Background: an optimization exercise with open tools, aiming at small area. Do not read the settings as production practice. The RTL was checked by simulation tests, not by an equivalence proof against the original design. Power and IR drop assume default switching activity.

amber:
// des_apb_top
module des_apb_top
#(
    parameter int ADDR_WIDTH = 8
)
(
    input  logic                  clk,
    input  logic                  rst_n,
    input  logic [ADDR_WIDTH-1:0] paddr,
    input  logic                  psel,
    input  logic                  penable,
    input  logic                  pwrite,
    input  logic [31:0]           pwdata,
    output logic [31:0]           prdata,
    output logic                  pready,
    output logic                  pslverr
);
    localparam integer BLOCK_W    = 64;
    localparam integer KEY_W      = 64;
    localparam integer HALF_W     = 32;
    localparam integer SUBKEY_W   = 48;
    localparam integer CD_W       = 28;
    localparam integer NUM_ROUNDS = 16;
    localparam logic [64*8-1:0] IP_TAB = {
        8'd58, 8'd50, 8'd42, 8'd34, 8'd26, 8'd18, 8'd10, 8'd2,
        8'd60, 8'd52, 8'd44, 8'd36, 8'd28, 8'd20, 8'd12, 8'd4,
        8'd62, 8'd54, 8'd46, 8'd38, 8'd30, 8'd22, 8'd14, 8'd6,
  ...
For scale: about 79 I/O pins, roughly 0.014 mm^2 of cells after synthesis.
==> flow/config.mk <==
export PLATFORM = sky130hd
export DESIGN_NAME = des_apb_top
export DESIGN_NICKNAME = des_apb_top
export VERILOG_FILES = /design/flow/design.v
export SDC_FILE = /design/flow/constraint.sdc
export NUM_CORES = 4
export LEC_CHECK = 0
export CAP_MARGIN = 20
export CORE_MARGIN = 2
export CORE_UTILIZATION = 65
export SLEW_MARGIN = 20
==> flow/constraint.sdc <==
create_clock -name core_clock -period 6.0 [get_ports {clk}]
set_input_delay 1.2000 -clock core_clock [delete_from_list [all_inputs] [get_ports {clk}]]
set_output_delay 1.2000 -clock core_clock [all_outputs]
set_load 0.01 [all_outputs]
standard.sh (not shown) runs the stock make flow with config.mk's settings and CLKGATE_MAP_FILE= SYNTH_SCRIPT=/design/flow/synth_recipe.tcl, a recipe that flattens the netlist after the stock synthesis.
==> flow/flow/run.sh <==
#!/bin/bash
# Own layout flow: the standard flow (standard.sh) with these changes:
#  - the port buffers are the smallest buffer cell (buf_1);
#  - clock tree: sink clusters of 16 on clkbuf_8 and no dummy loads.
# Each tool's output goes to a log file of its own in the work folder.
set -euo pipefail
WORK=$PWD
rm -rf "$WORK/own_scripts"
cp -r "$FLOW_HOME/scripts" "$WORK/own_scripts"
cp "$WORK/flow/abc_area_map.script" "$WORK/own_scripts/abc_speed.script"
export SCRIPTS_DIR="$WORK/own_scripts"
bash standard.sh ADDER_MAP_FILE= synth > "$WORK/own_synth.log" 2>&1
bash standard.sh ADDER_MAP_FILE= \
    BUFFER_PORTS_ARGS="-buffer_cell sky130_fd_sc_hd__buf_1" \
    CTS_ARGS="-sink_clustering_enable -repair_clock_nets -dont_use_dummy_load -buf_list sky130_fd_sc_hd__clkbuf_8 -sink_clustering_size 16 -sink_clustering_max_diameter 60" \
    finish > "$WORK/own_finish.log" 2>&1
==> flow/flow/abc_area_map.script <==
strash
&get -n
&dch
&nf -a -R 1000
&put
amber did not stop at any stage, and its layout met the timing, design-rule and antenna checks.
Inputs modified between amber and garnet:
Settings: a change of CAP_MARGIN from 20 to 0; a change of CORE_UTILIZATION from 65 to 40; a change of SLEW_MARGIN from 20 to 0.
==> flow/flow/run.sh <==
#!/bin/bash
# Own layout flow: the standard flow (standard.sh) with these changes:
#  - the port buffers are the smallest buffer cell (buf_1);
#  - clock tree: sink clusters of 10 on clkbuf_4, no dummy loads.
# Each tool's output goes to a log file of its own in the work folder.
set -euo pipefail
WORK=$PWD
SEEDS="0 1 2 3"
for s in $SEEDS; do
    rm -rf "$WORK/syn$s"
    mkdir -p "$WORK/syn$s"
    cp -r "$FLOW_HOME/scripts" "$WORK/syn$s/scripts"
    sed "s/@SEED@/$s/" "$WORK/flow/abc_area_map.script" > "$WORK/syn$s/scripts/abc_speed.script"
    sed "s#$WORK/orfs#$WORK/syn$s/orfs#g" "$WORK/standard.sh" > "$WORK/syn$s/standard.sh"
    ( SCRIPTS_DIR="$WORK/syn$s/scripts" bash "$WORK/syn$s/standard.sh" ADDER_MAP_FILE= synth \
        > "$WORK/own_synth_seed$s.log" 2>&1 ) &
done
wait
best=""
best_area=""
for s in $SEEDS; do
    stat="$WORK/syn$s/orfs/reports/$FLOW_PLATFORM/des_apb_top/base/synth_stat.txt"
    [[ -f "$stat" ]] || continue
    a=$(awk '/Chip area for module/ {print $NF}' "$stat" | tail -1)
    echo "seed $s: synthesized cell area $a" >> "$WORK/own_synth_pick.log"
    if [[ -n "$a" ]] && { [[ -z "$best" ]] || awk -v a="$a" -v b="$best_area" 'BEGIN{exit !(a<b)}'; }; then
        best=$s
        best_area=$a
    fi
done
echo "picked seed $best ($best_area)" >> "$WORK/own_synth_pick.log"
rm -rf "$WORK/orfs"
mv "$WORK/syn$best/orfs" "$WORK/orfs"
export SCRIPTS_DIR="$WORK/syn$best/scripts"
bash standard.sh ADDER_MAP_FILE= \
    BUFFER_PORTS_ARGS="-buffer_cell sky130_fd_sc_hd__buf_1" \
    CTS_ARGS="-sink_clustering_enable -repair_clock_nets -dont_use_dummy_load -buf_list sky130_fd_sc_hd__clkbuf_4 -sink_clustering_size 10 -sink_clustering_max_diameter 50" \
    finish > "$WORK/own_finish.log" 2>&1
==> flow/flow/abc_area_map.script <==
strash
&get -n
&deepsyn -T 180 -S @SEED@
&dch -f
&nf -a -R 1000
&put
garnet vs. amber: wire length of the first global-routing pass increased 3.6%, synthesized cell count held steady, via count of the first global-routing pass now smaller, synthesized area fell about 2.3%, first-iteration DRC count went down.
Between amber and garnet, the flow reports number of cells in the design after placement increasing by a little under 10%.
garnet vs amber, class of the most critical hold timing path: input port to async pin vs flip-flop to flip-flop
garnet ended up with a higher antenna cell count than amber did.
Max tightest hold margin across amber and garnet: amber
--- input diff garnet..sierra ---
Settings: SLEW_MARGIN changed from 0 to 20; CAP_MARGIN changed from 0 to 20.
==> flow/flow/run.sh <==
#!/bin/bash
# Own layout flow: the standard flow (standard.sh) with these changes:
#  - the port buffers are the smallest buffer cell (buf_1);
#  - clock tree: sink clusters of 16 on clkbuf_8 and no dummy loads.
# Each tool's output goes to a log file of its own in the work folder.
set -euo pipefail
WORK=$PWD
rm -rf "$WORK/own_scripts"
cp -r "$FLOW_HOME/scripts" "$WORK/own_scripts"
cp "$WORK/flow/abc_area_map.script" "$WORK/own_scripts/abc_speed.script"
export SCRIPTS_DIR="$WORK/own_scripts"
bash standard.sh ADDER_MAP_FILE= synth > "$WORK/own_synth.log" 2>&1
bash standard.sh ADDER_MAP_FILE= \
    BUFFER_PORTS_ARGS="-buffer_cell sky130_fd_sc_hd__buf_1" \
    CTS_ARGS="-sink_clustering_enable -repair_clock_nets -dont_use_dummy_load -buf_list sky130_fd_sc_hd__clkbuf_8 -sink_clustering_size 16 -sink_clustering_max_diameter 60" \
    finish > "$WORK/own_finish.log" 2>&1
==> flow/flow/abc_area_map.script <==
strash
&get -n
&dch
&nf -a -R 1000
&put
Notes after the runs:
sierra did not stop at any stage, and its layout met the timing, design-rule and antenna checks.
garnet vs sierra, dominant combinational cell family by area after synthesis: simple AND/OR/NAND/NOR gates vs compound AO/OA/AOI/OAI gates
On clock buffer and inverter area fraction after layout, the higher figure sits with sierra, not garnet.
Of the two values seen for master of the slowest instance on the critical path, sky130_fd_sc_hd__nor2_1 was produced by sierra and sky130_fd_sc_hd__buf_4 by garnet.
On core utilization, sierra and garnet are neck and neck.
Diff garnet -> sierra: initial antenna violation count moved down; via count went up by 119.
The inputs of pepper differ from those of sierra as listed below.
==> flow/flow/run.sh <==
#!/bin/bash
# Own layout flow: the standard flow (standard.sh), with two changes:
#  - synthesis maps the logic with an area-oriented ABC script (abc_area_map.script)
#    instead of ORFS's speed script; everything else in synthesis is unchanged,
#    so the registers keep the standard synthesis's names and cell types;
#  - the port buffers are the smallest buffer cell (buf_1).
# Each tool's output goes to a log file of its own in the work folder.
set -euo pipefail
WORK=$PWD
rm -rf "$WORK/own_scripts"
cp -r "$FLOW_HOME/scripts" "$WORK/own_scripts"
cp "$WORK/flow/abc_area_map.script" "$WORK/own_scripts/abc_speed.script"
export SCRIPTS_DIR="$WORK/own_scripts"
bash standard.sh synth > "$WORK/own_synth.log" 2>&1
bash standard.sh BUFFER_PORTS_ARGS="-buffer_cell sky130_fd_sc_hd__buf_1" finish > "$WORK/own_finish.log" 2>&1
[summary]
- pepper has completed all stages; timing, DRC and antenna checks passed.
- Per the comparison of pepper with sierra, setup slack went up; summed area of non-filler cells in the final layout went up; wire length went down; number of buffer and inverter instances along the worst setup path went up; total count of max-transition violations in the final report did not really move.
- From sierra to pepper the numbers moved as follows: hold slack about even, met3 track demand over resource about even.
- Reported for pepper and sierra, number of port buffers turned out identical to the last digit.
- Adder and majority gate portion of the synthesized area (higher): pepper
- Minimum period implied by the final worst setup slack ended up 590 ps lower on pepper than on sierra.
## Diff of input files: fjord against pepper
Settings: CAP_MARGIN now 0, was 20; SLEW_MARGIN now 0, was 20.
==> flow/flow/run.sh <==
#!/bin/bash
# Own layout flow: the standard flow (standard.sh) with these changes:
#  - the port buffers are the smallest buffer cell (buf_1);
#  - clock tree: sink clusters of 16 on clkbuf_8 and no dummy loads.
# Each tool's output goes to a log file of its own in the work folder.
set -euo pipefail
WORK=$PWD
rm -rf "$WORK/own_scripts"
cp -r "$FLOW_HOME/scripts" "$WORK/own_scripts"
cp "$WORK/flow/abc_area_map.script" "$WORK/own_scripts/abc_speed.script"
export SCRIPTS_DIR="$WORK/own_scripts"
bash standard.sh ADDER_MAP_FILE= synth > "$WORK/own_synth.log" 2>&1
bash standard.sh ADDER_MAP_FILE= \
    BUFFER_PORTS_ARGS="-buffer_cell sky130_fd_sc_hd__buf_1" \
    CTS_ARGS="-sink_clustering_enable -repair_clock_nets -dont_use_dummy_load -buf_list sky130_fd_sc_hd__clkbuf_4 -sink_clustering_size 10 -sink_clustering_max_diameter 50" \
    finish > "$WORK/own_finish.log" 2>&1
## What came out
- pepper and fjord all finish clean.
- Looking at ratio of final minimum period to clock period, fjord sits 11 points higher than pepper does.
- Higher netlist area before placement was reported by pepper, not fjord.
- Comparing pepper and fjord, the higher starting density of the core is on pepper.
Edits applied to the flow inputs when going from fjord to maple:
Settings: CAP_MARGIN: 0 -> 20; SLEW_MARGIN: 0 -> 20.
==> flow/run.sh (new file) <==
#!/bin/bash
# synth_recipe.tcl (not shown) runs the flow's synth.tcl, then flattens the netlist and writes it again
# the make line also repeats each setting of config.mk as NAME=value (left out here)
make -C /OpenROAD-flow-scripts/flow DESIGN_CONFIG=/design/flow/config.mk WORK_HOME=/design/flow/orfs CLKGATE_MAP_FILE= SYNTH_SCRIPT=/design/flow/synth_recipe.tcl finish
removed: flow/flow/run.sh
removed: flow/flow/abc_area_map.script
removed: flow/standard.sh
--- outcome ---
Wire: maple routes more than fjord. Compared with fjord, in maple number of global-route vias before repair now sits higher, power after layout now sits higher, finished layout cell area now sits higher. The critical path launch point comes out paddr[1] in one run and paddr[5] in the other, namely in maple and fjord respectively.

==> re-timing with driven ports <==
How much do the figures lean on ideal ports? The routed layouts below were timed once more, with nothing changed but the port constraints.
Step 1 (the two cells are an assumption about what drives the block):
set clk [get_ports {clk}]
set_driving_cell -lib_cell sky130_fd_sc_hd__clkbuf_16 $clk
set_driving_cell -lib_cell sky130_fd_sc_hd__buf_2 [delete_from_list [all_inputs] $clk]
Step 2, shift: input delay + t, output delay - t, t = (earliest + latest rising clock arrival at the registers) / 2. This alone moves slack from input paths to output paths.
a / b / c = ideal ports / drivers / drivers and shift; a / b = the first two.
| run | shift t [ns] | setup WS [ns] | cell pins on the clock port's net |
|---|---|---|---|
| amber | 0.562 | 1.265 / 1.234 / 1.234 | 1 |
| garnet | 0.655 | 1.730 / 1.709 / 1.709 | 1 |
| sierra | 0.591 | 1.171 / 1.149 / 1.149 | 1 |
| pepper | 0.587 | 1.757 / 1.737 / 1.737 | 1 |
| fjord | 0.738 | 1.105 / 1.084 / 1.084 | 1 |
| maple | 0.593 | 0.813 / 0.792 / 0.792 | 1 |
After both steps every run listed still meets setup and hold. The setup slack of amber, which loses most, moves by -0.031 ns with the drivers and by -0.031 ns with both steps.
